Source: an optimization exercise on an open RTL-to-GDS flow (aim: small area and few clock cycles). Production flows keep margins and buffers that such runs may drop. The RTL was checked by simulation tests, not by an equivalence proof against the original design. No activity file was given, so power comes from the tool's default toggle rates.

[design/flow/config.mk]
export PLATFORM = sky130hd
export DESIGN_NAME = lpcm_sample_unpacker
export DESIGN_NICKNAME = lpcm_sample_unpacker
export VERILOG_FILES = /design/flow/design.v
export SDC_FILE = /design/flow/constraint.sdc
export NUM_CORES = 4
export LEC_CHECK = 0
export CAP_MARGIN = 0
export CORE_MARGIN = 2
export CORE_UTILIZATION = 40
export GPL_TIMING_DRIVEN = 0
export SLEW_MARGIN = 0
[design/flow/constraint.sdc]
create_clock -name core_clock -period 9.0 [get_ports {clock}]
set_input_delay 1.8000 -clock core_clock [delete_from_list [all_inputs] [get_ports {clock}]]
set_output_delay 1.8000 -clock core_clock [all_outputs]
set_load 0.01 [all_outputs]
[design/flow/design.v]
module lpcm_sample_unpacker (
   input  logic       clock,
   input  logic       reset,
   input  logic       req_valid,
   output logic       req_stall,
   input  logic [7:0] req_data_byte,
   input  logic       req_end_of_frame,
   output logic       rsp_valid,
   input  logic       rsp_stall,
   output logic [7:0] rsp_out_byte,
   output logic       rsp_group_last,
   output logic       rsp_config_error,
   input  logic       csr_wr_en,
   input  logic [1:0] csr_index,
   input  logic [3:0] csr_wr_data
);
   localparam logic [1:0] FMT_16 = 2'd0;
   localparam logic [1:0] FMT_20 = 2'd1;
   localparam logic [1:0] FMT_24 = 2'd2;
   localparam logic [1:0] FMT_32 = 2'd3;
   function automatic logic [2:0] br_src_chan(input logic [3:0] c, input logic [2:0] s);
      logic [2:0] k;
      k = s;
      if (c == 4'd6) begin
         if (s == 3'd3) k = 3'd5;
         if (s == 3'd4) k = 3'd3;
         if (s == 3'd5) k = 3'd4;
      end else if (c == 4'd7) begin
         if (s == 3'd3) k = 3'd6;
         if (s == 3'd4) k = 3'd3;
         if (s == 3'd6) k = 3'd4;
      end else if (c == 4'd8) begin
         if (s == 3'd3) k = 3'd7;
         if (s == 3'd4) k = 3'd3;
         if (s == 3'd5) k = 3'd6;
         if (s == 3'd6) k = 3'd4;
         if (s == 3'd7) k = 3'd5;
      end
      br_src_chan = k;
   endfunction
   logic [1:0] fmt_ff;
   logic       br_ff;
   logic [3:0] cc_ff;
   logic [7:0] ring [0:63];
   logic [5:0] fill_ff;   
   logic [5:0] fa_ff;     
   logic [5:0] ha_ff;     
   logic [1:0] cnt_ff;    
   logic [3:0] j_ff;
   logic [2:0] p_ff;
   always_ff @(posedge clock) begin
      if (reset) begin
         fmt_ff <= FMT_16;
         br_ff  <= 1'b0;
         cc_ff  <= 4'd2;
      end else if (csr_wr_en) begin
         if (csr_index == 2'd0) fmt_ff <= csr_wr_data[1:0];
         if (csr_index == 2'd1) br_ff  <= csr_wr_data[0];
         if (csr_index == 2'd2) cc_ff  <= csr_wr_data;
      end
   end
   logic       bad;
   logic       dvd20, dvd32;
   logic [6:0] c1, c2, c4;
   logic [6:0] ga, gb;
   logic [6:0] gsize;
   always_comb begin
      dvd20 = !br_ff && (fmt_ff == FMT_20);
      dvd32 = !br_ff && (fmt_ff == FMT_32);
      c1 = 7'(cc_ff);
      c2 = c1 << 1;
      c4 = c1 << 2;
      ga = (fmt_ff == FMT_16) ? c2 : (dvd32 ? c4 : (br_ff && fmt_ff == FMT_24) ? c2 : c4);
      if (br_ff)
         gb = (fmt_ff == FMT_24) ? c1 : 7'd0;
      else
         unique case (fmt_ff)
            FMT_16:  gb = 7'd0;
            FMT_20:  gb = c1;
            FMT_24:  gb = c2;
            default: gb = c4;
         endcase
      gsize = ga + gb;
      bad = (cc_ff == 4'd0) || (cc_ff > 4'd8) || ((fmt_ff == FMT_20) && (br_ff || cc_ff[0]));
      if (bad) gsize = 7'd1;
   end
   logic [5:0] eff_fill;
   logic [5:0] prefix;    
   logic       head_busy;
   logic       start;
   logic       done;
   logic       accept;
   logic       push;
   logic       pop;
   logic       head_load;
   always_comb begin
      eff_fill = ({1'b0, fill_ff} >= gsize) ? 6'd0 : fill_ff;
      start    = (eff_fill == 6'd0);
      done     = (7'(eff_fill) + 7'd1 == gsize);
      if (br_ff)      prefix = 6'd0;
      else if (dvd20) prefix = {j_ff[3:0], 2'b00};
      else            prefix = {1'b0, j_ff, 1'b0};
      head_busy = (cnt_ff != 2'd0) && !bad && ({1'b0, ha_ff} < gsize) && (ha_ff >= prefix);
      if (bad)        req_stall = (cnt_ff == 2'd2);
      else if (start) req_stall = (cnt_ff == 2'd2) || head_busy;
      else            req_stall = (fa_ff != eff_fill) || head_busy;
      accept = req_valid && !req_stall;
      push   = accept && done;
   end
   always_ff @(posedge clock) begin
      if (reset) begin
         fill_ff <= '0;
      end else if (accept) begin
         if (done || req_end_of_frame) fill_ff <= '0;
         else                          fill_ff <= eff_fill + 6'd1;
      end
   end
   always_ff @(posedge clock) begin
      fa_ff <= ((accept && start) ? 6'd0 : fa_ff) + 6'd1;
   end
   always_ff @(posedge clock) begin
      for (int i = 63; i > 0; i--) ring[i] <= ring[i-1];
      ring[0] <= accept ? req_data_byte : ring[63];
   end
   function automatic logic [5:0] step_offset(input logic [1:0] fmt, input logic br,
                                              input logic [3:0] c, input logic [3:0] j,
                                              input logic [2:0] p);
      logic       d32;
      logic [2:0] k;
      logic [4:0] tsum;
      logic [5:0] tail, main;
      logic       use_tail;
      d32  = !br && (fmt == FMT_32);
      k    = br_src_chan(c, j[2:0]);
      tsum = {c, 1'b0} + (d32 ? {1'b0, j} : {2'b00, j[3:1]});
      tail = {tsum, d32 ? ~p[0] : j[0]};
      use_tail = 1'b0;
      if (br) begin
         unique case (fmt)
            FMT_16:  main = {2'b00, k, ~p[0]};
            FMT_24:  main = {2'b00, k, 1'b0} + {3'b000, k} + 6'(2'd2 - p[1:0]);
            default: main = {1'b0, k, ~p[1:0]};
         endcase
      end else begin
         unique case (fmt)
            FMT_16: main = {1'b0, j, ~p[0]};
            FMT_20: begin
               use_tail = (p == 3'd0) || (p == 3'd3);
               main     = {j, p[2], (p == 3'd1) || (p == 3'd4)};
            end
            FMT_24: begin
               use_tail = (p == 3'd0);
               main     = {1'b0, j, p == 3'd1};
            end
            default: begin
               use_tail = !p[1];
               main     = {1'b0, j, p == 3'd2};
            end
         endcase
      end
      step_offset = use_tail ? tail : main;
   endfunction
   logic [2:0] sw;        
   logic [3:0] j_last;    
   logic [3:0] j_in;
   logic [2:0] p_in;
   logic [5:0] ha_in;
   logic [5:0] ra_ff;     
   logic       last;
   logic       take;
   logic [7:0] rbyte;
   always_comb begin
      if (br_ff) begin
         j_last = cc_ff - 4'd1;
         unique case (fmt_ff)
            FMT_16:  sw = 3'd2;
            FMT_24:  sw = 3'd3;
            default: sw = 3'd4;
         endcase
      end else begin
         unique case (fmt_ff)
            FMT_16:  begin sw = 3'd2; j_last = cc_ff - 4'd1; end
            FMT_20:  begin sw = 3'd6; j_last = cc_ff - 4'd1; end
            FMT_24:  begin sw = 3'd3; j_last = {cc_ff[2:0], 1'b0} - 4'd1; end
            default: begin sw = 3'd4; j_last = {cc_ff[2:0], 1'b0} - 4'd1; end
         endcase
      end
      last = (j_ff == j_last) && (p_ff == sw - 3'd1);
      rbyte = ring[ra_ff];
      rsp_valid        = (cnt_ff != 2'd0);
      rsp_config_error = bad;
      rsp_group_last   = last && !bad;
      if (bad)
         rsp_out_byte = 8'h00;
      else if (dvd20 && p_ff == 3'd0)
         rsp_out_byte = rbyte & 8'hf0;
      else if (dvd20 && p_ff == 3'd3)
         rsp_out_byte = {rbyte[3:0], 4'h0};
      else
         rsp_out_byte = rbyte;
      take = rsp_valid && !rsp_stall;
      pop  = take && (bad || last);
      head_load = (push && (cnt_ff == 2'(pop))) || (pop && cnt_ff == 2'd2);
      j_in = j_ff;
      p_in = p_ff;
      if (take) begin
         if (bad || last) begin
            j_in = '0;
            p_in = '0;
         end else if (p_ff == sw - 3'd1) begin
            j_in = j_ff + 4'd1;
            p_in = '0;
         end else begin
            p_in = p_ff + 3'd1;
         end
      end
      ha_in = (head_load ? fa_ff : ha_ff) + 6'd1;
   end
   always_ff @(posedge clock) begin
      if (reset) begin
         cnt_ff <= '0;
         j_ff   <= '0;
         p_ff   <= '0;
      end else begin
         cnt_ff <= cnt_ff + 2'(push) - 2'(pop);
         j_ff   <= j_in;
         p_ff   <= p_in;
      end
   end
   always_ff @(posedge clock) begin
      ha_ff <= ha_in;
      ra_ff <= ha_in + ~step_offset(fmt_ff, br_ff, cc_ff, j_in, p_in);
   end
endmodule
[design/flow/run.sh]
#!/bin/bash
# synth_recipe.tcl (not shown) runs the flow's synth.tcl, then flattens the netlist and writes it again
# the make line also repeats each setting of config.mk as NAME=value (left out here)
make -C /OpenROAD-flow-scripts/flow DESIGN_CONFIG=/design/flow/config.mk WORK_HOME=/design/flow/orfs CLKGATE_MAP_FILE= SYNTH_SCRIPT=/design/flow/synth_recipe.tcl finish
==> results of run 1 <==
## worst paths after layout
path	to	depth (start not counted)	slack [ns]	startpoint
setup reg to reg	ra_ff[5]$_DFF_P_	36	0.52	br_ff$_SDFFE_PP0P_
hold / removal	ring[31][4]$_DFF_P_	0	0.32	ring[30][4]$_DFF_P_
hold reg to reg	ring[31][4]$_DFF_P_	0	0.32	ring[30][4]$_DFF_P_
setup / recovery	ra_ff[5]$_DFF_P_	36	0.52	br_ff$_SDFFE_PP0P_
## layer usage
layer	part of all wire (%)	up-vias	global-route usage, %
li1	-	6111	-
met2	44	843	40.5
met4	4.9	0	12.1
met1	40	6854	34.6
met5	0	-	0
met3	11	201	6.40
## sequential cells by signal, summed over array words and instances (netlist names)
name     count
br_ff        1
cc_ff        4
cnt_ff       2
fa_ff        6
fill_ff      6
fmt_ff       2
ha_ff        6
j_ff         4
p_ff         3
ra_ff        6
ring       512
## cells in the final DEF (no fill, tap or decap), drive strengths merged, types with 17 or more instances in the layout
| cell | n |
|---|---|
| nand3 | 34 |
| nor3 | 22 |
| inv | 37 |
| dfxtp | 552 |
| nand2 | 79 |
| clkdlybuf4s50 | 31 |
| nor4 | 17 |
| a22oi | 163 |
| ha | 54 |
| a21oi | 40 |
| a221oi | 48 |
| nor2b | 20 |
| xnor2 | 31 |
| nor2 | 118 |
| clkbuf | 103 |
| buf | 21 |
| o21ai | 45 |
| a22o | 43 |
| nand4 | 49 |
| mux2i | 17 |
## critical path, delay by kind of cell, from the launching register on
kind	cells	cell delay [ns]
mux	2	0.41
fa+ha+maj	5	1.47
buf+inv	6	1.41
flops	1	0.36
compound gates	12	2.17
simple gates	9	2.30
xor+xnor	2	0.29
## where the power goes
group | leakage [nW] | switching [mW] | internal (mW)
combinational | 2.78 | 0.634 | 0.332
sequential | 4.56 | 0.175 | 2.69
clock | 0.894 | 0.972 | 1.33
## logic make-up after synthesis
family | after synthesis
DFF | 552
muxes | 32
adders and majority gates | 61
AOI/OAI and AO/OA | 431
buffers and inverters | 79
xor gates and xnor gates | 45
and+or+nand+nor | 387
## cell type report
cell class | instances | share of cell area (%)
sequential | 552 | 52.2
multi-input combinational | 956 | 32.3
clock buffer | 73 | 7.17
tap | 600 | 3.54
timing repair buffer | 37 | 1.82
clock inverter | 23 | 1.41
buffer | 45 | 0.986
inverter | 34 | 0.602
antenna | 1 | 0.0118
==> results_dict.tcl, run 1 <==
set metrics [dict create \
    status "finished with violations" \
    check.faults "max-capacitance violations, max-slew violations" \
    relSlewSlack_pct -6.38 \
    finalMaxSlewViolations 109 \
    synth-compound-area-share_pct 18.0 \
    synth_common_cells "552 x dfxtp_1, 163 x a22oi_1, 116 x nor2_1" \
    antenna_found_initial 0 \
    path_class "flop to flop" \
    fin_skew_ns 0.0442 \
    p_per_area_nw_per_um2 290 \
    placed_cell_area_um2 19300 \
    fillers 4177 \
    path_clk_slew_ns 0.06 \
    p_total_mw 6.14 \
    yosys.area_share.simple_pct 10.6 \
    place_hpwl_um 41000 \
    vias 14000 \
    grt_pass1_wl_um 89800 \
    critPathSlowestCell "or3_1" \
    grt_use_total_pct 26.2 \
    cap_violations 17 \
    pre_cts_slack_ns 0.326 \
    leakage_nw 8.23 \
    avgSynthCellArea_um2 11.4 \
    period_share_pct 94.3 \
    port_buffers 31 \
    routed_via_density 6.04 \
    drtAntennaViolNets 0 \
    routed_wl_um 62200 \
    post-route-util_pct 47.0 \
    crit_required_ns 9.53 \
    setup.worst_path.end_class "flop" \
    clock_sinks 552 \
    irDropWorstVdd_uv 190 \
    ys_warn_count 2 \
    yosysUniqueCellTypes 85 \
    hold_viol_final 0 \
    holdBufCountCts 0 \
    cts_tree "built" \
    die_h_um 217 \
    start_util_pct 40.3 \
    dr.pass1.iters 9 \
    place_congestion 0.932 \
    core-area_um2 45100 \
    synth-xor-area-share_pct 2.31 \
    synth_top_area_cell "dfxtp_1" \
    critical_path_arrival_ns 9.02 \
    multi_input_area_um2 6840 \
    grt-ovfl-total 0 \
    fmax_mhz 118 \
    netlist_instances 1587 \
    crit_top_cell "ha_1" \
    die_area_um2 47100 \
    cts-resized-gates 0 \
    clk_latency_ns 0.62 \
    ys_seq_area_share_pct 60.8 \
    worstPathMaxFanout 10 \
    dieWidth_um 217 \
    min-delay-path-class "flop to flop" \
    drc 0 \
    syn_area_um2 18200 \
    yosysMostFrequentCell "dfxtp_1" \
    ff_latch_area_um2 11100 \
    synth_flop_cell "dfxtp_1" \
    setup_slack_ns 0.516 \
    nets 1759 \
    rsz0062_at_grt "false" \
    clockBufferDepth 3 \
    fin_crit_ns 8.48 \
    cp_slowest_stage_delay_ns 0.47 \
    cts_setup_buffers 0 \
    dp.cells 2223 \
    setup.worst_path.start_class "flop" \
    synthTopCellsByArea "dfxtp_1 61%, a22oi_1 6.7%, ha_1 3.7%" \
    fp-row-count 78 \
    synth_seq_cells 552 \
    syn2layout_area_growth_pct 16.6 \
    tightestPinTransition_ns 1.59 \
    synthAdderAreaFrac_pct 4.49 \
    cts_buffers 52 \
    drive_above_1_share_pct 10.3 \
    synthMuxAreaShare_pct 1.96 \
    grt_max_degree 16 \
    pin_count 32 \
    fin_cells 2321 \
    cts-htree-levels 2 \
    synth_top_family_by_area "compound AO/OA/AOI/OAI gates" \
    yosys.area.top_type_share_pct 60.8 \
    drt-initial-drc-count 2122 \
    setup_violations 0 \
    stdcell_area_um2 21200 \
    wl_per_cell_um 26.8 \
    first_global_vias 13600 \
    hold_ws_ns 0.319 \
    syn-num-nets 1668 \
    synth-async-reset-ratio_pct 0 \
    synth_edf_count 0 \
    finalSetupTns_ns 0 \
    clockRootBuffer "clkbuf_16" \
]
Testbench counts, summed over its fixed seeds: cycles 45,567.
==> run 2, diff against run 1 <==
--- a/design/flow/config.mk
+++ b/design/flow/config.mk
@@ -6,7 +6,6 @@
 export NUM_CORES = 4
 export LEC_CHECK = 0
-export CAP_MARGIN = 0
+export CAP_MARGIN = 20
 export CORE_MARGIN = 2
 export CORE_UTILIZATION = 40
-export GPL_TIMING_DRIVEN = 0
-export SLEW_MARGIN = 0
+export SLEW_MARGIN = 20
==> results_dict.tcl, run 2 <==
set metrics [dict create \
    path_clk_slew_ns 0.07 \
    cts-htree-levels 2 \
    crit_required_ns 9.53 \
    routed_via_density 6.03 \
    place_congestion 0.965 \
    syn_area_um2 18200 \
    dieWidth_um 217 \
    timing.rr.start "cc_ff[0]$_SDFFE_PP0P_" \
    finalMaxSlewViolations 0 \
    dr.pass1.iters 5 \
    pre_cts_slack_ns 0.808 \
    rsz0062_at_grt "false" \
    setup_violations 0 \
    synth_seq_cells 552 \
    final_cell_mix "552 x dfxtp_1, 163 x a22oi_1, 113 x nor2_1, 79 x nand2_1, 67 x buf_4" \
    drive_above_1_share_pct 11.8 \
    finalSetupTns_ns 0 \
    netlist_instances 1587 \
    place_hpwl_um 45400 \
    first_global_vias 13800 \
    critical_path_arrival_ns 8.72 \
    die_area_um2 47100 \
    cts_buffers 52 \
    irDropWorstVdd_uv 200 \
    grt_max_degree 23 \
    placed_cell_area_um2 19500 \
    synth_edf_count 0 \
    min-delay-start "ring[22][4]$_DFF_P_" \
    synth_common_cells "552 x dfxtp_1, 163 x a22oi_1, 116 x nor2_1" \
    fp-row-count 78 \
    drtAntennaViolNets 0 \
    min-delay-path-class "flop to flop" \
    die_h_um 217 \
    largest_reg_flops 512 \
    routed_wl_um 63800 \
    status "no timing/DRC/antenna violations" \
    start_util_pct 40.3 \
    cts_setup_buffers 0 \
    vias 14100 \
    grt_use_total_pct 26.8 \
    wl_per_cell_um 27.3 \
    cts_tree "built" \
    fmax_mhz 122 \
    synth_flop_cell "dfxtp_1" \
    syn2layout_area_growth_pct 17.8 \
    final_common_cell "dfxtp_1" \
    grt_pass1_wl_um 92400 \
    r2r_end "ra_ff[5]$_DFF_P_" \
    leakage_nw 8.45 \
    synth-async-reset-ratio_pct 0 \
    whs_endpoint "ring[23][4]$_DFF_P_" \
    grt-ovfl-total 0 \
    clock_sinks 552 \
    synth_top_area_cell "dfxtp_1" \
    setup.worst_path.start_class "flop" \
    fin_crit_ns 8.18 \
    fillers 4124 \
    yosysUniqueCellTypes 85 \
    nets 1775 \
    ys_warn_count 2 \
    top_register "ring" \
    syn-num-nets 1668 \
    pin_count 32 \
    holdBufCountCts 0 \
    whs_path_depth 0 \
    yosysMostFrequentCell "dfxtp_1" \
    drt-initial-drc-count 2129 \
    clockRootBuffer "clkbuf_16" \
    n_antenna_cell 0 \
    rr_worst_depth 31 \
    avgSynthCellArea_um2 11.4 \
    ys_seq_area_share_pct 60.8 \
    worstPathMaxFanout 14 \
    regToRegSetupSlack_ns 0.82 \
    drc 0 \
    fin_skew_ns 0.0463 \
    synthTopCellsByArea "dfxtp_1 61%, a22oi_1 6.7%, ha_1 3.7%" \
    cap_violations 0 \
    port_buffers 31 \
    setup.worst_path.end_class "flop" \
    path_class "flop to flop" \
    core-area_um2 45100 \
    tightestPinTransition_ns 1.25 \
    hold_viol_final 0 \
    relSlewSlack_pct 16.4 \
    antenna_found_initial 0 \
    yosys.area.top_type_share_pct 60.8 \
    clk_latency_ns 0.62 \
    cts-resized-gates 0 \
    cp_slowest_stage_delay_ns 0.64 \
    crit_top_cell "ha_1" \
    setup_slack_ns 0.815 \
    stdcell_area_um2 21400 \
    period_share_pct 90.9 \
    clockBufferDepth 3 \
    critPathSlowestCell "dfxtp_1" \
    p_per_area_nw_per_um2 291 \
]
-- run 2: cell families after synthesis --
family,after synthesis,share of synthesized area (%)
flip-flops,552,60.8
adder cells (fa/ha/maj),61,4.49
multiplexers,32,1.96
AO/OA/AOI/OAI,431,18.0
XOR/XNOR,45,2.31
AND/OR/NAND/NOR,387,10.6
buffers and inverters,79,1.83
-- run 2: worst max-delay path by stage --
stage	to	startpoint	cells past startpoint	slack (ns)
after floorplan	ra_ff[5]$_DFF_P_	fmt_ff[0]$_SDFFE_PP0P_	36	1.71
after global placement	ra_ff[5]$_DFF_P_	cc_ff[0]$_SDFFE_PP0P_	31	1.04
after detailed placement	ra_ff[5]$_DFF_P_	cc_ff[0]$_SDFFE_PP0P_	31	0.81
after CTS	ra_ff[5]$_DFF_P_	cc_ff[0]$_SDFFE_PP0P_	31	0.80
after global routing	ra_ff[5]$_DFF_P_	cc_ff[0]$_SDFFE_PP0P_	34	0.23
final	ra_ff[5]$_DFF_P_	cc_ff[0]$_SDFFE_PP0P_	31	0.82
-- run 2: final cells by class --
cell class	count	area [µm²]	share of cell area (%)
clock inverter	27	379	1.77
timing repair buffer	98	813	3.80
inverter	34	128	0.596
clock buffer	68	1480	6.92
tap	600	751	3.51
sequential	552	11100	51.6
multi-input combinational	956	6790	31.8
-- run 2: stage by stage --
stage	std cells	utilization, %	hold slack (ns)	power [mW]
2_1_floorplan	1587	-	0.326	3.39
3_3_place_gp	2240	43.3	0.333	3.87
4_1_cts	2335	47.5	0.317	6.19
3_5_place_dp	2240	43.3	0.336	3.87
5_1_grt	2335	47.5	0.320	6.40
6_report	2335	47.5	0.310	6.22
-- run 2: worst max-delay path, delay by kind of cell (launching register included) --
| family | cells | cell delay [ns] |
|---|---|---|
| xor+xnor | 4 | 0.70 |
| flops | 1 | 0.64 |
| simple gates | 10 | 2.67 |
| fa+ha+maj | 5 | 1.63 |
| mux | 1 | 0.36 |
| compound gates | 8 | 1.59 |
| buf+inv | 3 | 0.53 |
-- run 2: layer usage --
| layer | vias up | share of wire (%) | GRT usage (%) |
|---|---|---|---|
| met3 | 218 | 11 | 6.05 |
| met4 | 0 | 5.5 | 13.8 |
| met2 | 953 | 44 | 42.4 |
| met1 | 6755 | 39 | 34.4 |
| li1 | 6145 | - | - |
| met5 | - | 0 | 0 |
-- run 2: power by group --
part,switching (mW),internal (mW)
clock,0.977,1.37
combinational,0.617,0.347
sequential,0.209,2.69
total,1.80,4.41
==> run 3, diff against run 2 <==
--- a/design/flow/config.mk
+++ b/design/flow/config.mk
@@ -9,3 +9,6 @@
 export CORE_MARGIN = 2
 export CORE_UTILIZATION = 40
+export CTS_BUF_LIST = sky130_fd_sc_hd__clkbuf_8
+export CTS_CLUSTER_DIAMETER = 50
+export CTS_CLUSTER_SIZE = 16
 export SLEW_MARGIN = 20
==> results_dict.tcl, run 3 <==
set metrics [dict create \
    synth_common_cells "552 x dfxtp_1, 163 x a22oi_1, 116 x nor2_1" \
    avgSynthCellArea_um2 11.4 \
    port_buffers 31 \
    tightestPinTransition_ns 1.33 \
    syn2layout_area_growth_pct 12.1 \
    pin_count 32 \
    p_total_mw 5.23 \
    n_antenna_cell 0 \
    dieWidth_um 217 \
    fp-row-count 78 \
    setup_violations 0 \
    path_class "flop to flop" \
    cts_tree "built" \
    crit_required_ns 9.57 \
    min-delay-path-class "flop to flop" \
    finalMaxSlewViolations 0 \
    worstPathMaxFanout 14 \
    finalSetupTns_ns 0 \
    ff_latch_area_um2 11100 \
    grt_max_degree 23 \
    rr_worst_depth 31 \
    fmax_mhz 122 \
    holdBufCountCts 0 \
    grt_use_total_pct 26.6 \
    setup_slack_ns 0.823 \
    critPathSlowestCell "dfxtp_1" \
    rsz0062_at_grt "false" \
    cap_violations 0 \
    clock_sinks 552 \
    relSlewSlack_pct 11.3 \
    die_h_um 217 \
    yosysMostFrequentCell "dfxtp_1" \
    hold_ws_ns 0.295 \
    nets 1769 \
    critical_path_arrival_ns 8.74 \
    top_register "ring" \
    final_cell_mix "552 x dfxtp_1, 163 x a22oi_1, 113 x nor2_1, 79 x nand2_1, 67 x buf_4" \
    yosysUniqueCellTypes 85 \
    clockRootBuffer "clkbuf_8" \
    routed_wl_um 63100 \
    die_area_um2 47100 \
    start_util_pct 40.3 \
    syn-num-nets 1668 \
    cp_slowest_stage_delay_ns 0.64 \
    period_share_pct 90.9 \
    core-area_um2 45100 \
    drive_above_1_share_pct 10.2 \
    synth_top_area_cell "dfxtp_1" \
    fillers 4242 \
    ys_seq_area_share_pct 60.8 \
    ys_warn_count 2 \
    synth_flop_cell "dfxtp_1" \
    p_per_area_nw_per_um2 257 \
    leakage_nw 7.96 \
    clk_latency_ns 0.66 \
    vias 13900 \
    cts_setup_buffers 0 \
    fin_skew_ns 0.0611 \
    syn_area_um2 18200 \
    place_congestion 0.965 \
    place_hpwl_um 45400 \
    synthTopCellsByArea "dfxtp_1 61%, a22oi_1 6.7%, ha_1 3.7%" \
    setup.worst_path.end_class "flop" \
    grt-ovfl-total 0 \
    clockBufferDepth 3 \
    synth_edf_count 0 \
    status "no timing/DRC/antenna violations" \
    irDropWorstVdd_uv 168 \
    r2r_end "ra_ff[5]$_DFF_P_" \
    drtAntennaViolNets 0 \
    synth_seq_cells 552 \
    routed_via_density 6.04 \
    synth-async-reset-ratio_pct 0 \
    drt-initial-drc-count 2140 \
    dr.pass1.iters 8 \
    pre_cts_slack_ns 0.808 \
    cts-htree-levels 2 \
    largest_reg_flops 512 \
    fin_crit_ns 8.18 \
    antenna_found_initial 0 \
    cts-resized-gates 0 \
    setup.worst_path.start_class "flop" \
    timing.rr.start "cc_ff[0]$_SDFFE_PP0P_" \
    regToRegSetupSlack_ns 0.82 \
    final_common_cell "dfxtp_1" \
    yosys.area.top_type_share_pct 60.8 \
    netlist_instances 1587 \
    hold_viol_final 0 \
    crit_top_cell "ha_1" \
    cp-startpoint "cc_ff[0]$_SDFFE_PP0P_" \
    multi_input_area_um2 6790 \
    cts_buffers 46 \
    drc 0 \
    first_global_vias 13600 \
    path_clk_slew_ns 0.10 \
    worstSetupEndpoint "ra_ff[5]$_DFF_P_" \
    grt_pass1_wl_um 91400 \
    wl_per_cell_um 27.4 \
]
==> run 3: cells by family (layout without fill, tap and decap cells) <==
family	after synthesis	in the layout	synth area share, %
DFF	552	552	60.8
AOI/OAI and AO/OA	431	431	18.0
and+or+nand+nor	387	387	10.6
buffers and inverters	79	194	1.83
adders and majority gates	61	61	4.49
xor gates and xnor gates	45	45	2.31
muxes	32	32	1.96
==> run 3: through the flow <==
step                util (%)  cell area, µm²  cells
global route            45.2           20400   2302
floorplan                  -           18200   1587
CTS                     45.2           20400   2302
global placement        43.3           19500   2240
detailed placement      43.3           19500   2240
finish                  45.2           20400   2302
==> run 3: how the worst min path moves through the flow <==
stage                          endpoint           startpoint  cells after the start
finish              ring[22][4]$_DFF_P_  ring[21][4]$_DFF_P_                      0
detailed placement  ring[12][5]$_DFF_P_  ring[11][5]$_DFF_P_                      0
global placement    ring[17][7]$_DFF_P_  ring[16][7]$_DFF_P_                      0
CTS                 ring[22][4]$_DFF_P_  ring[21][4]$_DFF_P_                      0
floorplan            ring[1][0]$_DFF_P_   ring[0][0]$_DFF_P_                      0
global route        ring[12][4]$_DFF_P_  ring[11][4]$_DFF_P_                      0
==> run 3: worst max-delay path: cells and delay by family (launching register included) <==
kind	cells	cell delay, ns
and+or+nand+nor	10	2.68
adders and majority gates	5	1.62
AOI/OAI and AO/OA	8	1.60
xor gates and xnor gates	4	0.70
DFF	1	0.64
buffers and inverters	3	0.53
muxes	1	0.36
==> run 3: metal layers <==
layer / vias to the layer above / GRT usage, % / part of all wire [%] / routed length (µm)
li1: 6095 / - / - / -
met5: - / 0 / 0 / 0
met4: 0 / 12.5 / 5.1 / 3240
met3: 210 / 6.67 / 11 / 7030
met2: 883 / 42.3 / 45 / 28100
met1: 6711 / 33.8 / 39 / 24700
==> run 3: cell type report <==
cell class,count,area share [%]
inverter,34,0.627
timing repair buffer,98,3.99
clock buffer,47,3.18
clock inverter,15,0.897
multi-input combinational,956,33.4
tap,600,3.69
sequential,552,54.3
==> run 3: report_power, final <==
| group | internal [mW] | switching (mW) | total (mW) |
|---|---|---|---|
| sequential | 2.69 | 0.205 | 2.90 |
| clock | 0.533 | 0.836 | 1.37 |
| combinational | 0.347 | 0.618 | 0.966 |
==> run 4, diff against run 3 <==
--- a/design/flow/design.v
+++ b/design/flow/design.v
@@ -94,4 +94,6 @@
    logic       pop;
    logic       head_load;
+   logic [5:0] fa_in;
+   logic [1:0] cnt_in;
    always_comb begin
       eff_fill = ({1'b0, fill_ff} >= gsize) ? 6'd0 : fill_ff;
@@ -107,4 +109,5 @@
       accept = req_valid && !req_stall;
       push   = accept && done;
+      fa_in  = ((accept && start) ? 6'd0 : fa_ff) + 6'd1;
    end
    always_ff @(posedge clock) begin
@@ -117,5 +120,5 @@
    end
    always_ff @(posedge clock) begin
-      fa_ff <= ((accept && start) ? 6'd0 : fa_ff) + 6'd1;
+      fa_ff <= fa_in;
    end
    always_ff @(posedge clock) begin
@@ -188,5 +191,5 @@
       last = (j_ff == j_last) && (p_ff == sw - 3'd1);
       rbyte = ring[ra_ff];
-      rsp_valid        = (cnt_ff != 2'd0);
+      rsp_valid        = (cnt_ff != 2'd0) || (push && cc_ff != 4'd1);
       rsp_config_error = bad;
       rsp_group_last   = last && !bad;
@@ -215,5 +218,6 @@
          end
       end
-      ha_in = (head_load ? fa_ff : ha_ff) + 6'd1;
+      cnt_in = cnt_ff + 2'(push) - 2'(pop);
+      ha_in  = (head_load || cnt_in == 2'd0) ? fa_in : ha_ff + 6'd1;
    end
    always_ff @(posedge clock) begin
@@ -223,5 +227,5 @@
          p_ff   <= '0;
       end else begin
-         cnt_ff <= cnt_ff + 2'(push) - 2'(pop);
+         cnt_ff <= cnt_in;
          j_ff   <= j_in;
          p_ff   <= p_in;
--- a/design/flow/config.mk
+++ b/design/flow/config.mk
@@ -9,6 +9,3 @@
 export CORE_MARGIN = 2
 export CORE_UTILIZATION = 40
-export CTS_BUF_LIST = sky130_fd_sc_hd__clkbuf_8
-export CTS_CLUSTER_DIAMETER = 50
-export CTS_CLUSTER_SIZE = 16
 export SLEW_MARGIN = 20
==> results_dict.tcl, run 4 <==
set metrics [dict create \
    status "no timing/DRC/antenna violations" \
    drc 0 \
    place_congestion 1.01 \
    worstPathMaxFanout 8 \
    p_per_area_nw_per_um2 275 \
    drive_above_1_share_pct 15.6 \
    dr.pass1.iters 6 \
    synthTopCellsByArea "dfxtp_1 61%, a22oi_1 6.9%, ha_1 3.8%" \
    core-area_um2 44300 \
    yosysMostFrequentCell "dfxtp_1" \
    port_buffers 31 \
    fin_skew_ns 0.0355 \
    drt-initial-drc-count 1879 \
    largest_reg_flops 512 \
    antenna_found_initial 1 \
    path_class "flop to flop" \
    irDropWorstVdd_uv 159 \
    dp.cells 2288 \
    fin_cells 2394 \
    top_register "ring" \
    yosysUniqueCellTypes 78 \
    n_antenna_cell 0 \
    path_clk_slew_ns 0.06 \
    stdcell_area_um2 21700 \
    syn-num-nets 1673 \
    synth_seq_cells 552 \
    syn2layout_area_growth_pct 20.8 \
    crit_top_cell "ha_1" \
    crit_required_ns 9.47 \
    whs_path_depth 0 \
    die_area_um2 46700 \
    crit_family "simple AND/OR/NAND/NOR gates" \
    ys_seq_area_share_pct 61.4 \
    crit_cells 45 \
    leakage_nw 8.68 \
    syn_area_um2 18000 \
    multi_input_area_um2 6870 \
    synth_flop_cell "dfxtp_1" \
    grt_max_degree 23 \
    grt-ovfl-total 0 \
    grt_use_total_pct 26.9 \
    finalSetupTns_ns 0 \
    min-delay-path-class "flop to flop" \
    clockBufferDepth 3 \
    hold_ws_ns 0.328 \
    avgSynthCellArea_um2 11.3 \
    pin_count 32 \
    fmax_mhz 115 \
    clockRootBuffer "clkbuf_16" \
    clock_sinks 552 \
    final_cell_mix "547 x dfxtp_1, 165 x a22oi_1, 128 x nor2_1, 120 x buf_4, 82 x nand2_1" \
    synth_edf_count 0 \
    synth_top_area_cell "dfxtp_1" \
    rr_worst_depth 45 \
    finalMaxSlewViolations 0 \
    place_hpwl_um 44300 \
    synth_common_cells "552 x dfxtp_1, 166 x a22oi_1, 134 x nor2_1" \
    cts-htree-levels 2 \
    die_h_um 216 \
    fin_crit_ns 8.72 \
    grt_pass1_wl_um 92700 \
    regToRegSetupSlack_ns 0.28 \
    post-route-util_pct 49.0 \
    cts_buffers 51 \
    nets 1843 \
    placed_cell_area_um2 19700 \
    wl_per_cell_um 26.8 \
    synth-async-reset-ratio_pct 0 \
    cts_tree "built" \
    critPathSlowestCell "or4_4" \
    drtAntennaViolNets 0 \
    cp_slowest_stage_delay_ns 0.53 \
    clk_latency_ns 0.61 \
    critical_path_arrival_ns 9.19 \
    final_common_cell "dfxtp_1" \
    holdBufCountCts 0 \
    netlist_instances 1592 \
    relSlewSlack_pct 20.6 \
    cap_violations 0 \
    dieWidth_um 216 \
    routed_wl_um 64100 \
    ff_latch_area_um2 11100 \
    hold_viol_final 0 \
    start_util_pct 40.6 \
    setup_violations 0 \
    yosys.area.top_type_share_pct 61.4 \
    period_share_pct 96.9 \
    vias 14300 \
    setup.worst_path.end_class "flop" \
    first_global_vias 14200 \
    setup.worst_path.start_class "flop" \
    fillers 3985 \
    tightestPinTransition_ns 1.19 \
    fp-row-count 77 \
    path_buf_inv 5 \
    routed_via_density 5.98 \
    ys_warn_count 2 \
]
run 4: cell types whose count changed after synthesis, moves of 6 or more:
cell	delta
nor2_1	+18
a21oi_1	+13
o21ai_0	-11
nand2b_1	+7
nand3_1	+7
or3_1	-7
buf_2	-6
run 4: final timing paths:
kind,from,end
setup / recovery,fmt_ff[0]$_SDFFE_PP0P_,ra_ff[5]$_DFF_P_
hold / removal,ring[24][2]$_DFF_P_,ring[25][2]$_DFF_P_
setup reg to reg,fmt_ff[0]$_SDFFE_PP0P_,ra_ff[5]$_DFF_P_
hold reg to reg,ring[24][2]$_DFF_P_,ring[25][2]$_DFF_P_
run 4: logic make-up (layout without fill, tap and decap cells):
kind of cell / after synthesis / in the layout / synth area share, %
buf+inv: 73 / 283 / 1.60
mux: 25 / 25 / 1.50
xor+xnor: 40 / 40 / 1.99
simple gates: 418 / 418 / 11.6
compound gates: 423 / 423 / 17.4
flops: 552 / 552 / 61.4
fa+ha+maj: 61 / 61 / 4.53
run 4: worst reg2reg max path, delay by kind of cell (launching register included):
kind | cells | cell delay [ns]
flip-flops | 1 | 0.37
buffers and inverters | 5 | 0.54
XOR/XNOR | 5 | 0.64
adder cells (fa/ha/maj) | 7 | 2.11
AO/OA/AOI/OAI | 17 | 2.39
AND/OR/NAND/NOR | 11 | 2.57
run 4: routing by layer:
layer  part of all wire (%)  global-route usage, %  vias up
met4                    6.3                   14.5        0
met1                     39                   33.7     6928
met2                     44                   42.6      874
met5                      0                      0        -
met3                     10                   6.79      258
li1                       -                      -     6259
run 4: area by class of cell:
type	count	share of cell area [%]
well taps	592	3.41
repair buffers	152	5.63
multi-input cells	967	31.6
clock inverters	17	0.979
inverters	38	0.668
flip-flops and latches	552	50.9
clock buffers	76	6.77
run 4: what timing repair did:
action	in CTS	in global routing
endpoints found under the setup margin	1	5
gates resized for setup	14	43
setup buffers	2	11
cloned	0	0
pin swaps	6	19
run 4: per-stage QoR:
stage | total power [mW] | setup slack (ns)
global route | 6.16 | -0.0879
finish | 5.98 | 0.277
CTS | 5.93 | 0.0154
global placement | 3.78 | 0.0392
floorplan | 3.31 | 0.00846
detailed placement | 3.79 | -0.170
run 4: report_power, final:
part           leakage (nW)  switching (mW)  internal (mW)
sequential             4.56           0.165           2.65
combinational          3.30           0.634          0.352
clock                 0.819           0.945           1.23
total                  8.68            1.74           4.23
Testbench counts of run 4, summed over its fixed seeds: cycles 45,280.
==> run 5, diff against run 4 <==
--- a/design/flow/design.v
+++ b/design/flow/design.v
@@ -39,4 +39,10 @@
       br_src_chan = k;
    endfunction
+   function automatic logic less(input logic [6:0] a, input logic [6:0] b);
+      logic r;
+      r = 1'b0;
+      for (int i = 0; i < 7; i++) r = a[i] ? (b[i] && r) : (b[i] || r);
+      less = r;
+   endfunction
    logic [1:0] fmt_ff;
    logic       br_ff;
@@ -86,5 +92,6 @@
    end
    logic [5:0] eff_fill;
-   logic [5:0] prefix;    
+   logic       ha_new;    
+   logic [6:0] fill_inc;
    logic       head_busy;
    logic       start;
@@ -97,11 +104,12 @@
    logic [1:0] cnt_in;
    always_comb begin
-      eff_fill = ({1'b0, fill_ff} >= gsize) ? 6'd0 : fill_ff;
+      eff_fill = less({1'b0, fill_ff}, gsize) ? fill_ff : 6'd0;
       start    = (eff_fill == 6'd0);
-      done     = (7'(eff_fill) + 7'd1 == gsize);
-      if (br_ff)      prefix = 6'd0;
-      else if (dvd20) prefix = {j_ff[3:0], 2'b00};
-      else            prefix = {1'b0, j_ff, 1'b0};
-      head_busy = (cnt_ff != 2'd0) && !bad && ({1'b0, ha_ff} < gsize) && (ha_ff >= prefix);
+      fill_inc = 7'(eff_fill) + 7'd1;
+      done     = (fill_inc == gsize);
+      if (br_ff)      ha_new = 1'b1;
+      else if (dvd20) ha_new = !less({3'b000, ha_ff[5:2]}, {3'b000, j_ff});
+      else            ha_new = !less({2'b00, ha_ff[5:1]}, {3'b000, j_ff});
+      head_busy = (cnt_ff != 2'd0) && !bad && less({1'b0, ha_ff}, gsize) && ha_new;
       if (bad)        req_stall = (cnt_ff == 2'd2);
       else if (start) req_stall = (cnt_ff == 2'd2) || head_busy;
@@ -116,5 +124,5 @@
       end else if (accept) begin
          if (done || req_end_of_frame) fill_ff <= '0;
-         else                          fill_ff <= eff_fill + 6'd1;
+         else                          fill_ff <= fill_inc[5:0];
       end
    end
--- a/design/flow/config.mk
+++ b/design/flow/config.mk
@@ -9,3 +9,6 @@
 export CORE_MARGIN = 2
 export CORE_UTILIZATION = 40
+export CTS_BUF_LIST = sky130_fd_sc_hd__clkbuf_8
+export CTS_CLUSTER_DIAMETER = 50
+export CTS_CLUSTER_SIZE = 16
 export SLEW_MARGIN = 20
==> results_dict.tcl, run 5 <==
set metrics [dict create \
    status "no timing/DRC/antenna violations" \
    drive_above_1_share_pct 15.3 \
    path_clk_slew_ns 0.10 \
    grt_pass1_wl_um 90600 \
    fin_crit_ns 8.77 \
    largest_reg_flops 512 \
    syn2layout_area_growth_pct 16.0 \
    fin_cells 2337 \
    min-delay-path-class "flop to flop" \
    grt_max_degree 23 \
    drtAntennaViolNets 0 \
    period_share_pct 97.4 \
    drt-initial-drc-count 1767 \
    min-delay-start "ring[4][4]$_DFF_P_" \
    place_hpwl_um 43500 \
    ys_warn_count 2 \
    setup.worst_path.end_class "flop" \
    worstPathMaxFanout 7 \
    synth_common_cells "552 x dfxtp_1, 164 x a22oi_1, 133 x nor2_1" \
    synth-compound-area-share_pct 18.3 \
    die_area_um2 46200 \
    finalMaxSlewViolations 0 \
    relSlewSlack_pct 21.7 \
    critical_path_arrival_ns 9.31 \
    netlist_instances 1572 \
    ys_seq_area_share_pct 62.1 \
    drc 0 \
    yosys.area_share.simple_pct 10.5 \
    timing.rr.start "fmt_ff[1]$_SDFFE_PP0P_" \
    vias 14000 \
    dr.pass1.iters 7 \
    synth_edf_count 0 \
    leakage_nw 8.11 \
    cp_slowest_stage_delay_ns 0.54 \
    fp-row-count 77 \
    fin_skew_ns 0.0587 \
    hold_ws_ns 0.299 \
    pin_count 32 \
    synth_top_area_cell "dfxtp_1" \
    synth-xor-area-share_pct 1.91 \
    setup_violations 0 \
    grt_use_total_pct 26.6 \
    nets 1794 \
    cap_violations 0 \
    clk_latency_ns 0.65 \
    core-area_um2 44100 \
    holdBufCountCts 0 \
    p_per_area_nw_per_um2 245 \
    synth_flop_cell "dfxtp_1" \
    place_congestion 0.940 \
    setup.worst_path.start_class "flop" \
    start_util_pct 40.4 \
    top_register "ring" \
    cp-startpoint "fmt_ff[1]$_SDFFE_PP0P_" \
    synthAdderAreaFrac_pct 3.63 \
    yosysMostFrequentCell "dfxtp_1" \
    fmax_mhz 114 \
    syn-num-nets 1637 \
    finalSetupTns_ns 0 \
    yosysUniqueCellTypes 80 \
    hold_viol_final 0 \
    synth_seq_cells 552 \
    final_cell_mix "548 x dfxtp_1, 164 x a22oi_1, 122 x nor2_1, 114 x buf_4, 62 x nand2_1" \
    port_buffers 31 \
    avgSynthCellArea_um2 11.3 \
    synth_top_family_by_area "compound AO/OA/AOI/OAI gates" \
    synthMuxAreaShare_pct 1.72 \
    cts-htree-levels 2 \
    routed_via_density 5.98 \
    synthTopCellsByArea "dfxtp_1 62%, a22oi_1 6.9%, nor2_1 2.8%" \
    crit_required_ns 9.54 \
    irDropWorstVdd_uv 119 \
    die_h_um 215 \
    synth-async-reset-ratio_pct 0 \
    dieWidth_um 215 \
    first_global_vias 13600 \
    cts_buffers 46 \
    final_common_cell "dfxtp_1" \
    clockRootBuffer "clkbuf_8" \
    dp.cells 2266 \
    antenna_found_initial 5 \
    tightestPinTransition_ns 1.17 \
    cts_tree "built" \
    critPathSlowestCell "or4_4" \
    path_class "flop to flop" \
    routed_wl_um 62700 \
    rsz0062_at_grt "true" \
    clock_sinks 552 \
    clockBufferDepth 3 \
    yosys.area.top_type_share_pct 62.1 \
    grt-ovfl-total 0 \
    wl_per_cell_um 26.8 \
    syn_area_um2 17800 \
]
-- run 5: what timing repair did --
item,4_1_cts,5_1_grt
endpoints found under the setup margin,2,4
pin swaps,7,29
buffers inserted,1,6
gates resized for setup,10,41
-- run 5: cell type report --
cell class | count | area (µm²)
Clock inverter | 15 | 153
Fill cell | 4120 | 23500
Timing Repair Buffer | 145 | 1170
Tap cell | 592 | 741
Inverter | 48 | 186
Clock buffer | 47 | 647
Antenna cell | 2 | 5.00
Sequential cell | 552 | 11100
Multi-Input combinational cell | 936 | 6690
-- run 5: metal layers --
metal / routed length, µm / track usage [%] / vias up
met2: 27700 / 41.5 / 849
met4: 3100 / 12.1 / 6
met5: 33 / 0 / -
met3: 7030 / 8.37 / 197
li1: - / - / 6127
met1: 24900 / 33.7 / 6790
-- run 5: cells by family (layout without fill, tap and decap cells) --
family	count (synthesis)	after routing
AOI/OAI and AO/OA	438	438
xor gates and xnor gates	38	38
adders and majority gates	48	48
buffers and inverters	84	255
DFF	552	552
muxes	29	29
other	0	2
and+or+nand+nor	383	383
-- run 5: final timing paths --
check	end	slack, ns	cells after the start
worst min register to register	ring[5][4]$_DFF_P_	0.30	0
worst min-delay path	ring[5][4]$_DFF_P_	0.30	0
worst max-delay path	ra_ff[5]$_DFF_P_	0.23	39
worst max register to register	ra_ff[5]$_DFF_P_	0.23	39
-- run 5: where the power goes --
| group | switching, mW | total (mW) | leakage (nW) | internal [mW] |
|---|---|---|---|---|
| sequential | 0.161 | 2.80 | 4.56 | 2.64 |
| clock | 0.842 | 1.35 | 0.422 | 0.507 |
| combinational | 0.576 | 0.908 | 3.13 | 0.332 |
-- run 5: metrics by stage --
step                power, mW  utilization (%)  cell area [µm²]  worst slack [ns]
floorplan                3.26                -            17900            0.0168
global placement         3.70             44.4            19600            0.0411
detailed placement       3.70             44.4            19600            -0.161
CTS                      5.03             46.3            20400            0.0247
global route             5.23             46.8            20600            -0.155
finish                   5.06             46.8            20600             0.230
-- run 5: worst max-delay path: cells and delay by family, from the launching register on --
kind                       cells  cell delay (ns)
adders and majority gates      6             1.92
and+or+nand+nor               13             3.05
DFF                            1             0.42
AOI/OAI and AO/OA             15             2.43
buffers and inverters          2             0.20
muxes                          1             0.32
xor gates and xnor gates       2             0.33
Testbench counts of run 5, summed over its fixed seeds: cycles 45,280.
==> run 6, diff against run 5 <==
--- a/design/flow/design.v
+++ b/design/flow/design.v
@@ -101,6 +101,4 @@
    logic       pop;
    logic       head_load;
-   logic [5:0] fa_in;
-   logic [1:0] cnt_in;
    always_comb begin
       eff_fill = less({1'b0, fill_ff}, gsize) ? fill_ff : 6'd0;
@@ -117,5 +115,4 @@
       accept = req_valid && !req_stall;
       push   = accept && done;
-      fa_in  = ((accept && start) ? 6'd0 : fa_ff) + 6'd1;
    end
    always_ff @(posedge clock) begin
@@ -128,5 +125,5 @@
    end
    always_ff @(posedge clock) begin
-      fa_ff <= fa_in;
+      fa_ff <= ((accept && start) ? 6'd0 : fa_ff) + 6'd1;
    end
    always_ff @(posedge clock) begin
@@ -199,5 +196,5 @@
       last = (j_ff == j_last) && (p_ff == sw - 3'd1);
       rbyte = ring[ra_ff];
-      rsp_valid        = (cnt_ff != 2'd0) || (push && cc_ff != 4'd1);
+      rsp_valid        = (cnt_ff != 2'd0);
       rsp_config_error = bad;
       rsp_group_last   = last && !bad;
@@ -226,6 +223,5 @@
          end
       end
-      cnt_in = cnt_ff + 2'(push) - 2'(pop);
-      ha_in  = (head_load || cnt_in == 2'd0) ? fa_in : ha_ff + 6'd1;
+      ha_in = (head_load ? fa_ff : ha_ff) + 6'd1;
    end
    always_ff @(posedge clock) begin
@@ -235,5 +231,5 @@
          p_ff   <= '0;
       end else begin
-         cnt_ff <= cnt_in;
+         cnt_ff <= cnt_ff + 2'(push) - 2'(pop);
          j_ff   <= j_in;
          p_ff   <= p_in;
--- a/design/flow/config.mk
+++ b/design/flow/config.mk
@@ -12,3 +12,4 @@
 export CTS_CLUSTER_DIAMETER = 50
 export CTS_CLUSTER_SIZE = 16
+export GPL_TIMING_DRIVEN = 0
 export SLEW_MARGIN = 20
==> results_dict.tcl, run 6 <==
set metrics [dict create \
    die_h_um 214 \
    period_share_pct 93.0 \
    grt_max_degree 17 \
    syn-num-nets 1605 \
    synthTopCellsByArea "dfxtp_1 63%, a22oi_1 6.5%, nor2_1 2.7%" \
    setup_slack_ns 0.633 \
    critPathSlowestCell "a222oi_1" \
    yosys.area.top_type_share_pct 62.9 \
    syn2layout_area_growth_pct 12.7 \
    cap_violations 0 \
    critical_path_arrival_ns 8.91 \
    yosysMostFrequentCell "dfxtp_1" \
    pin_count 32 \
    status "no timing/DRC/antenna violations" \
    synth_top_area_cell "dfxtp_1" \
    setup.worst_path.end_class "flop" \
    fin_crit_ns 8.37 \
    synth-async-reset-ratio_pct 0 \
    vias 13500 \
    holdBufCountCts 0 \
    synthAdderAreaFrac_pct 3.91 \
    routed_via_density 6.02 \
    dr.pass1.iters 7 \
    n_antenna_cell 0 \
    place_congestion 0.903 \
    tightestPinTransition_ns 1.15 \
    ys_seq_area_share_pct 62.9 \
    drc 0 \
    min-delay-start "ring[46][4]$_DFF_P_" \
    die_area_um2 45600 \
    finalSetupTns_ns 0 \
    dieWidth_um 214 \
    whs_path_depth 0 \
    grt_pass1_wl_um 86600 \
    path_class "flop to flop" \
    synth-compound-area-share_pct 17.8 \
    synth_flop_cell "dfxtp_1" \
    min-delay-path-class "flop to flop" \
    wl_per_cell_um 27.1 \
    crit_required_ns 9.54 \
    path_buf_inv 3 \
    yosys.area_share.simple_pct 9.92 \
    ys_warn_count 2 \
    drive_above_1_share_pct 11.1 \
    syn_area_um2 17600 \
    cts_tree "built" \
    relSlewSlack_pct 22.8 \
    antenna_found_initial 0 \
    place_hpwl_um 40300 \
    worstPathMaxFanout 10 \
    grt_use_total_pct 26.5 \
    synth-xor-area-share_pct 2.24 \
    finalMaxSlewViolations 0 \
    top_register "ring" \
    fillers 4000 \
    setup_violations 0 \
    nets 1698 \
    core-area_um2 43300 \
    clockBufferDepth 3 \
    clock_sinks 552 \
    p_per_area_nw_per_um2 257 \
    crit_family "compound AO/OA/AOI/OAI gates" \
    netlist_instances 1540 \
    regToRegSetupSlack_ns 0.63 \
    synth_top_family_by_area "compound AO/OA/AOI/OAI gates" \
    path_clk_slew_ns 0.10 \
    yosysUniqueCellTypes 67 \
    largest_reg_flops 512 \
    routed_wl_um 60500 \
    final_common_cell "dfxtp_1" \
    first_global_vias 13200 \
    fp-row-count 76 \
    hold_viol_final 0 \
    grt-ovfl-total 0 \
    final_cell_mix "551 x dfxtp_1, 152 x a22oi_1, 68 x nand2_1, 66 x nor2_1, 62 x nor2_2" \
    fin_skew_ns 0.0505 \
    clockRootBuffer "clkbuf_8" \
    avgSynthCellArea_um2 11.4 \
    drt-initial-drc-count 1885 \
    cts_buffers 46 \
    synthMuxAreaShare_pct 1.58 \
    port_buffers 31 \
    drtAntennaViolNets 0 \
    start_util_pct 40.6 \
    synth_seq_cells 552 \
    fmax_mhz 120 \
    cts-htree-levels 2 \
    synth_edf_count 0 \
    pre_cts_slack_ns 0.105 \
    whs_endpoint "ring[47][4]$_DFF_P_" \
    cp_slowest_stage_delay_ns 0.54 \
    leakage_nw 7.53 \
    irDropWorstVdd_uv 125 \
    rr_worst_depth 34 \
    r2r_end "ra_ff[5]$_DFF_P_" \
    clk_latency_ns 0.64 \
    timing.rr.start "fmt_ff[1]$_SDFFE_PP0P_" \
    synth_common_cells "552 x dfxtp_1, 152 x a22oi_1, 128 x nor2_1" \
    setup.worst_path.start_class "flop" \
]
==> run 6: changes by cell type after synthesis, moves of 8 or more <==
| cell | before | now |
|---|---|---|
| inv_1 | 47 | 38 |
| o21ai_0 | 40 | 48 |
| xnor2_1 | 27 | 35 |
| a22oi_1 | 164 | 152 |
| a21oi_1 | 59 | 51 |
| nor3_1 | 22 | 33 |
| nand3_1 | 45 | 34 |
| a211oi_1 | 1 | 9 |
==> run 6: metrics by stage <==
| stage | utilization, % | hold slack, ns | cells | cell area, µm² | power, mW |
|---|---|---|---|---|---|
| finish | 45.8 | 0.322 | 2235 | 19800 | 5.10 |
| global route | 45.8 | 0.331 | 2235 | 19800 | 5.27 |
| CTS | 45.7 | 0.316 | 2232 | 19800 | 5.08 |
| detailed placement | 43.7 | 0.337 | 2167 | 18900 | 3.74 |
| global placement | 43.0 | 0.333 | 2156 | 18600 | 3.67 |
| floorplan | - | 0.326 | 1540 | 17600 | 3.28 |
==> run 6: kinds of logic (layout without fill, tap and decap cells) <==
family / count (synthesis) / after routing
flops: 552 / 552
compound gates: 425 / 425
simple gates: 364 / 364
buf+inv: 77 / 187
fa+ha+maj: 52 / 52
xor+xnor: 44 / 44
mux: 26 / 26
==> run 6: what timing repair did <==
action | in CTS | in global routing
resized for setup | 0 | 12
endpoints found under the setup margin | 0 | 4
setup buffers | 0 | 2
==> run 6: metal layers <==
layer	GRT usage (%)	wire [µm]
met2	41.3	26400
met3	5.96	6620
met1	35.2	24500
met4	11.8	2980
met5	0	0
==> run 6: area by class of cell <==
type | instances | area, µm² | share of cell area, %
Sequential cell | 552 | 11100 | 55.8
Multi-Input combinational cell | 911 | 6400 | 32.3
Tap cell | 585 | 732 | 3.70
Clock buffer | 47 | 647 | 3.27
Timing Repair Buffer | 45 | 475 | 2.40
Clock inverter | 18 | 199 | 1.00
Buffer | 38 | 155 | 0.783
Inverter | 39 | 146 | 0.739
==> run 6: how the worst max path moves through the flow <==
stage                                       from               end  slack [ns]  cells after the start
final                     fmt_ff[1]$_SDFFE_PP0P_  ra_ff[5]$_DFF_P_        0.63                     34
after detailed placement      br_ff$_SDFFE_PP0P_  ra_ff[5]$_DFF_P_        0.10                     34
after CTS                     br_ff$_SDFFE_PP0P_  ra_ff[5]$_DFF_P_        0.07                     34
after global placement        br_ff$_SDFFE_PP0P_  ra_ff[5]$_DFF_P_        0.20                     34
after global routing      fmt_ff[1]$_SDFFE_PP0P_  ra_ff[5]$_DFF_P_       -0.04                     35
after floorplan               br_ff$_SDFFE_PP0P_  ra_ff[5]$_DFF_P_        1.64                     34
==> run 6: worst reg2reg max path: cells and delay by family, from the launching register on <==
kind / cells / cell delay [ns]
compound gates: 13 / 3.01
xor+xnor: 3 / 0.59
buf+inv: 3 / 0.66
mux: 1 / 0.40
flops: 1 / 0.41
simple gates: 10 / 2.13
fa+ha+maj: 4 / 1.11
==> run 6: power by group <==
part / switching, mW / internal [mW] / total, mW
clock network: 0.835 / 0.537 / 1.37
logic: 0.638 / 0.315 / 0.953
registers: 0.140 / 2.63 / 2.77
total: 1.61 / 3.49 / 5.10
Testbench counts of run 6, summed over its fixed seeds: cycles 45,567.
==> run 7, diff against run 6 <==
--- a/design/flow/config.mk
+++ b/design/flow/config.mk
@@ -8,5 +8,5 @@
 export CAP_MARGIN = 20
 export CORE_MARGIN = 2
-export CORE_UTILIZATION = 40
+export CORE_UTILIZATION = 60
 export CTS_BUF_LIST = sky130_fd_sc_hd__clkbuf_8
 export CTS_CLUSTER_DIAMETER = 50
==> results_dict.tcl, run 7 <==
set metrics [dict create \
    pin_count 32 \
    drive_above_1_share_pct 10.3 \
    drc 0 \
    wl_per_cell_um 28.9 \
    hold_ws_ns 0.322 \
    die_h_um 175 \
    final_common_cell "dfxtp_1" \
    yosysUniqueCellTypes 67 \
    post-route-util_pct 67.3 \
    final_cell_mix "552 x dfxtp_1, 152 x a22oi_1, 68 x nand2_1, 66 x nor2_1, 62 x nor2_2" \
    grt_use_total_pct 37.7 \
    drt-initial-drc-count 1711 \
    die_area_um2 30700 \
    holdBufCountCts 0 \
    clockRootBuffer "clkbuf_8" \
    critPathSlowestCell "dfxtp_1" \
    syn2layout_area_growth_pct 10.2 \
    drtAntennaViolNets 0 \
    ys_seq_area_share_pct 62.9 \
    first_global_vias 13100 \
    tightestPinTransition_ns 1.30 \
    whs_endpoint "ring[37][4]$_DFF_P_" \
    finalMaxSlewViolations 0 \
    relSlewSlack_pct 12.9 \
    syn_area_um2 17600 \
    crit_required_ns 9.53 \
    ff_latch_area_um2 11100 \
    clk_latency_ns 0.62 \
    yosys.area.top_type_share_pct 62.9 \
    multi_input_area_um2 6390 \
    rr_worst_depth 35 \
    cts-htree-levels 2 \
    vias 13500 \
    ys_warn_count 2 \
    path_clk_slew_ns 0.11 \
    dr.pass1.iters 5 \
    fmax_mhz 120 \
    setup.worst_path.start_class "flop" \
    cts_buffers 44 \
    yosysMostFrequentCell "dfxtp_1" \
    fin_crit_ns 8.35 \
    cts_tree "built" \
    synthTopCellsByArea "dfxtp_1 63%, a22oi_1 6.5%, nor2_1 2.7%" \
    leakage_nw 7.43 \
    grt-ovfl-total 0 \
    clock_sinks 552 \
    worstPathMaxFanout 10 \
    cap_violations 0 \
    grt_max_degree 17 \
    avgSynthCellArea_um2 11.4 \
    min-delay-start "ring[36][4]$_DFF_P_" \
    synth_seq_cells 552 \
    min-delay-path-class "flop to flop" \
    synth_flop_cell "dfxtp_1" \
    whs_path_depth 0 \
    routed_via_density 6.68 \
    period_share_pct 92.8 \
    dieWidth_um 175 \
    port_buffers 31 \
    status "no timing/DRC/antenna violations" \
    antenna_found_initial 1 \
    path_class "flop to flop" \
    top_register "ring" \
    setup_violations 0 \
    fp-row-count 62 \
    nets 1689 \
    syn-num-nets 1605 \
    synth_edf_count 0 \
    fillers 2239 \
    synth-async-reset-ratio_pct 0 \
    regToRegSetupSlack_ns 0.65 \
    irDropWorstVdd_uv 145 \
    core-area_um2 28800 \
    cp_slowest_stage_delay_ns 0.47 \
    hold_viol_final 0 \
    clockBufferDepth 3 \
    fin_skew_ns 0.0507 \
    timing.rr.start "fmt_ff[0]$_SDFFE_PP0P_" \
    setup.worst_path.end_class "flop" \
    critical_path_arrival_ns 8.88 \
    place_congestion 0.958 \
    synth_common_cells "552 x dfxtp_1, 152 x a22oi_1, 128 x nor2_1" \
    r2r_end "ra_ff[5]$_DFF_P_" \
    largest_reg_flops 512 \
    p_total_mw 5.00 \
    grt_pass1_wl_um 83800 \
    place_hpwl_um 38800 \
    crit_top_cell "a21oi_1" \
    routed_wl_um 58300 \
    p_per_area_nw_per_um2 258 \
    synth_top_area_cell "dfxtp_1" \
    netlist_instances 1540 \
    start_util_pct 61.1 \
]
run 7: stage by stage:
step	cells	setup slack [ns]	TNS, ns	cell area (µm²)
final	2018	0.645	0	19400
after global routing	2017	-0.0207	-0.0207	19400
after floorplan	1540	1.64	0	17600
after CTS	2017	0.187	0	19400
after detailed placement	1962	0.218	0	18600
after global placement	1955	0.261	0	18400
run 7: worst max-delay path by stage:
stage,from,end,slack [ns]
after floorplan,br_ff$_SDFFE_PP0P_,ra_ff[5]$_DFF_P_,1.64
after global placement,br_ff$_SDFFE_PP0P_,ra_ff[5]$_DFF_P_,0.26
after detailed placement,br_ff$_SDFFE_PP0P_,ra_ff[5]$_DFF_P_,0.22
after CTS,br_ff$_SDFFE_PP0P_,ra_ff[5]$_DFF_P_,0.19
after global routing,fmt_ff[0]$_SDFFE_PP0P_,ra_ff[5]$_DFF_P_,-0.02
final,fmt_ff[0]$_SDFFE_PP0P_,ra_ff[5]$_DFF_P_,0.65
run 7: power breakdown:
group          switching (mW)  internal, mW
registers               0.137          2.63
clock network           0.811         0.479
logic                   0.626         0.310
total                    1.57          3.42
run 7: final cells by class:
class | count | area share [%]
Clock buffer | 45 | 3.20
Multi-Input combinational cell | 911 | 33.0
Clock inverter | 10 | 0.620
Inverter | 39 | 0.756
Sequential cell | 552 | 57.0
Buffer | 37 | 0.775
Tap cell | 384 | 2.48
Antenna cell | 1 | 0.0129
Timing Repair Buffer | 39 | 2.11
run 7: worst max-delay path: cells and delay by family (launching register included):
kind            cells  cell delay [ns]
flops               1             0.47
xor+xnor            3             0.62
simple gates        8             1.60
buf+inv             4             0.98
fa+ha+maj           4             1.06
mux                 1             0.39
compound gates     15             3.17
run 7: routing by layer:
layer	global-route usage [%]	part of all wire [%]	vias up
li1	-	-	5842
met1	48.3	38	6489
met2	60.0	45	938
met3	10.3	12	218
met4	16.3	4.9	2
met5	0.481	0.022	-
run 7: logic make-up after synthesis:
family	Yosys count	synth area share [%]
XOR/XNOR	44	2.24
AND/OR/NAND/NOR	364	9.92
flip-flops	552	62.9
buffers and inverters	77	1.68
AO/OA/AOI/OAI	425	17.8
adder cells (fa/ha/maj)	52	3.91
multiplexers	26	1.58
run 7: what timing repair did:
action | CTS | global route
buffers inserted | 0 | 1
gates resized for setup | 0 | 8
setup endpoints to repair | 0 | 4
==> run 8, diff against run 7 <==
--- a/design/flow/config.mk
+++ b/design/flow/config.mk
@@ -8,8 +8,7 @@
 export CAP_MARGIN = 20
 export CORE_MARGIN = 2
-export CORE_UTILIZATION = 60
+export CORE_UTILIZATION = 40
 export CTS_BUF_LIST = sky130_fd_sc_hd__clkbuf_8
 export CTS_CLUSTER_DIAMETER = 50
 export CTS_CLUSTER_SIZE = 16
-export GPL_TIMING_DRIVEN = 0
 export SLEW_MARGIN = 20
==> results_dict.tcl, run 8 <==
set metrics [dict create \
    grt_use_total_pct 26.6 \
    setup.worst_path.end_class "flop" \
    synth-async-reset-ratio_pct 0 \
    regToRegSetupSlack_ns 1.08 \
    pre_cts_slack_ns 0.797 \
    timing.rr.start "br_ff$_SDFFE_PP0P_" \
    fmax_mhz 126 \
    cts-htree-levels 2 \
    clockBufferDepth 3 \
    placed_cell_area_um2 19000 \
    final_cell_mix "551 x dfxtp_1, 152 x a22oi_1, 124 x nor2_1, 68 x nand2_1, 66 x buf_4" \
    die_area_um2 45600 \
    setup_slack_ns 1.08 \
    core-area_um2 43300 \
    period_share_pct 88.0 \
    grt_max_degree 27 \
    ff_latch_area_um2 11100 \
    vias 13300 \
    syn2layout_area_growth_pct 12.9 \
    port_buffers 31 \
    drive_above_1_share_pct 9.75 \
    pwr-share-comb_pct 17.7 \
    cp-startpoint "br_ff$_SDFFE_PP0P_" \
    multi_input_area_um2 6240 \
    finalSetupTns_ns 0 \
    power.internal_mw 3.53 \
    largest_reg_flops 512 \
    dr.pass1.iters 6 \
    synth_edf_count 0 \
    seq_power_share_pct 54.6 \
    dp.cells 2184 \
    clock_sinks 552 \
    min-delay-path-class "flop to flop" \
    final_common_cell "dfxtp_1" \
    yosys.area.top_type_share_pct 62.9 \
    path_clk_slew_ns 0.10 \
    critical_path_arrival_ns 8.54 \
    stdcell_area_um2 19800 \
    pin_count 32 \
    setup.worst_path.start_class "flop" \
    leakage_nw 7.73 \
    place_hpwl_um 41800 \
    place_congestion 0.974 \
    clk_latency_ns 0.69 \
    routed_wl_um 60300 \
    cts_setup_buffers 0 \
    p_switching_mw 1.57 \
    yosysUniqueCellTypes 67 \
    antenna_found_initial 2 \
    path_class "flop to flop" \
    cts_tree "built" \
    p_per_area_nw_per_um2 257 \
    hold_viol_final 0 \
    pwr-share-clk_pct 27.8 \
    synthTopCellsByArea "dfxtp_1 63%, a22oi_1 6.5%, nor2_1 2.7%" \
    drt-initial-drc-count 1880 \
    finalMaxSlewViolations 0 \
    first_global_vias 13200 \
    cp_slowest_stage_delay_ns 0.59 \
    fin_crit_ns 7.92 \
    tightestPinTransition_ns 1.18 \
    synth_seq_cells 552 \
    top_register "ring" \
    avgSynthCellArea_um2 11.4 \
    crit_required_ns 9.61 \
    holdBufCountCts 0 \
    status "no timing/DRC/antenna violations" \
    die_h_um 214 \
    cts-resized-gates 0 \
    critPathSlowestCell "a222oi_1" \
    wl_per_cell_um 26.8 \
    worstPathMaxFanout 25 \
    syn_area_um2 17600 \
    fin_cells 2246 \
    netlist_instances 1540 \
    fillers 3982 \
    synth_flop_cell "dfxtp_1" \
    cap_violations 0 \
    fin_skew_ns 0.0724 \
    n_antenna_cell 0 \
    drtAntennaViolNets 0 \
    grt_pass1_wl_um 86900 \
    drc 0 \
    post-route-util_pct 45.9 \
    fp-row-count 76 \
    grt-ovfl-total 0 \
    dieWidth_um 214 \
    cts_buffers 45 \
    min-delay-start "ring[37][4]$_DFF_P_" \
    ys_warn_count 2 \
    start_util_pct 40.6 \
    nets 1711 \
    relSlewSlack_pct 21.0 \
    ys_seq_area_share_pct 62.9 \
    irDropWorstVdd_uv 108 \
    yosysMostFrequentCell "dfxtp_1" \
    swShare_pct 30.8 \
    setup_violations 0 \
    syn-num-nets 1605 \
    p_total_mw 5.11 \
    hold_ws_ns 0.300 \
    clockRootBuffer "clkbuf_8" \
    routed_via_density 5.92 \
    synth_common_cells "552 x dfxtp_1, 152 x a22oi_1, 128 x nor2_1" \
    synth_top_area_cell "dfxtp_1" \
    rsz0062_at_grt "false" \
]
run 8: cell count changes in the layout (fill, tap and decap cells not counted), sizes merged:
cell,delta
inv,+2
clkbuf,-29
diode,-1
buf,+51
clkinvlp,+1
bufinv,+3
run 8: cell type report:
type	count	area share (%)
multi-input cells	911	31.4
inverters	39	0.738
clock inverters	16	1.17
flip-flops and latches	552	55.7
clock buffers	46	3.19
repair buffers	97	4.06
well taps	585	3.69
run 8: cell families after synthesis:
family                   count (synthesis)  synth area share (%)
XOR/XNOR                                44                  2.24
multiplexers                            26                  1.58
flip-flops                             552                  62.9
AND/OR/NAND/NOR                        364                  9.92
AO/OA/AOI/OAI                          425                  17.8
buffers and inverters                   77                  1.68
adder cells (fa/ha/maj)                 52                  3.91
run 8: power by group through the flow:
stage / registers [mW] / clock network [mW] / logic, mW
floorplan: 2.77 / 0 / 0.510
global placement: 2.83 / 0 / 0.867
detailed placement: 2.83 / 0 / 0.873
CTS: 2.78 / 1.44 / 0.876
global route: 2.80 / 1.53 / 0.946
finish: 2.79 / 1.42 / 0.901
run 8: routing by layer:
metal  routed length [µm]  GRT usage, %  vias up
met5                   13             0        -
met4                 2690          11.4        2
met3                 6660          7.06      197
met2                26400          41.7      802
met1                24500          34.5     6413
li1                     -             -     5881
run 8: worst paths after layout:
kind         cells past startpoint                   to
min reg2reg                      0  ring[38][4]$_DFF_P_
max                             33     ra_ff[5]$_DFF_P_
min                              0  ring[38][4]$_DFF_P_
max reg2reg                     33     ra_ff[5]$_DFF_P_
run 8: worst max-delay path: cells and delay by family, from the launching register on:
| family | cells | cell delay [ns] |
|---|---|---|
| XOR/XNOR | 3 | 0.55 |
| flip-flops | 1 | 0.32 |
| multiplexers | 1 | 0.40 |
| buffers and inverters | 2 | 0.31 |
| AND/OR/NAND/NOR | 10 | 2.03 |
| AO/OA/AOI/OAI | 13 | 3.01 |
| adder cells (fa/ha/maj) | 4 | 1.27 |

## re-timing with driven ports
The flow's constraints put no driver on any port. The routed layouts listed below were extracted and timed again, unchanged, in two steps. Step 1, drivers: a clkbuf_16 drives clock and a buf_2 each remaining input, both assumed. Step 2 moves the port delays by t, midway between the first and last clock arrival at a register: inputs arrive t later, outputs are due t later. That takes back most of the time a late clock gives input paths. a / b / c = ideal / step 1 / step 2; a / b = the first two.
run	t (ns)	slack for setup (ns)	worst setup path at the end	clock arrival spread, ns	worst slew at a driven data input, ns
run 1	0.649	0.516 / 0.516 / 0.516	register to register	0.049 / 0.050	0.04
run 2	0.651	0.815 / 0.815 / 0.815	register to register	0.050 / 0.050	0.04
run 3	0.678	0.823 / 0.823 / 0.823	register to register	0.065 / 0.064	0.04
run 4	0.655	0.277 / 0.277 / 0.277	register to register	0.037 / 0.037	0.06
run 5	0.675	0.230 / 0.230 / 0.230	register to register	0.063 / 0.064	0.08
run 6	0.668	0.633 / 0.633 / 0.633	register to register	0.058 / 0.058	0.03
run 7	0.654	0.645 / 0.645 / 0.645	register to register	0.060 / 0.060	0.06
run 8	0.712	1.076 / 1.076 / 1.076	register to register	0.083 / 0.082	0.04
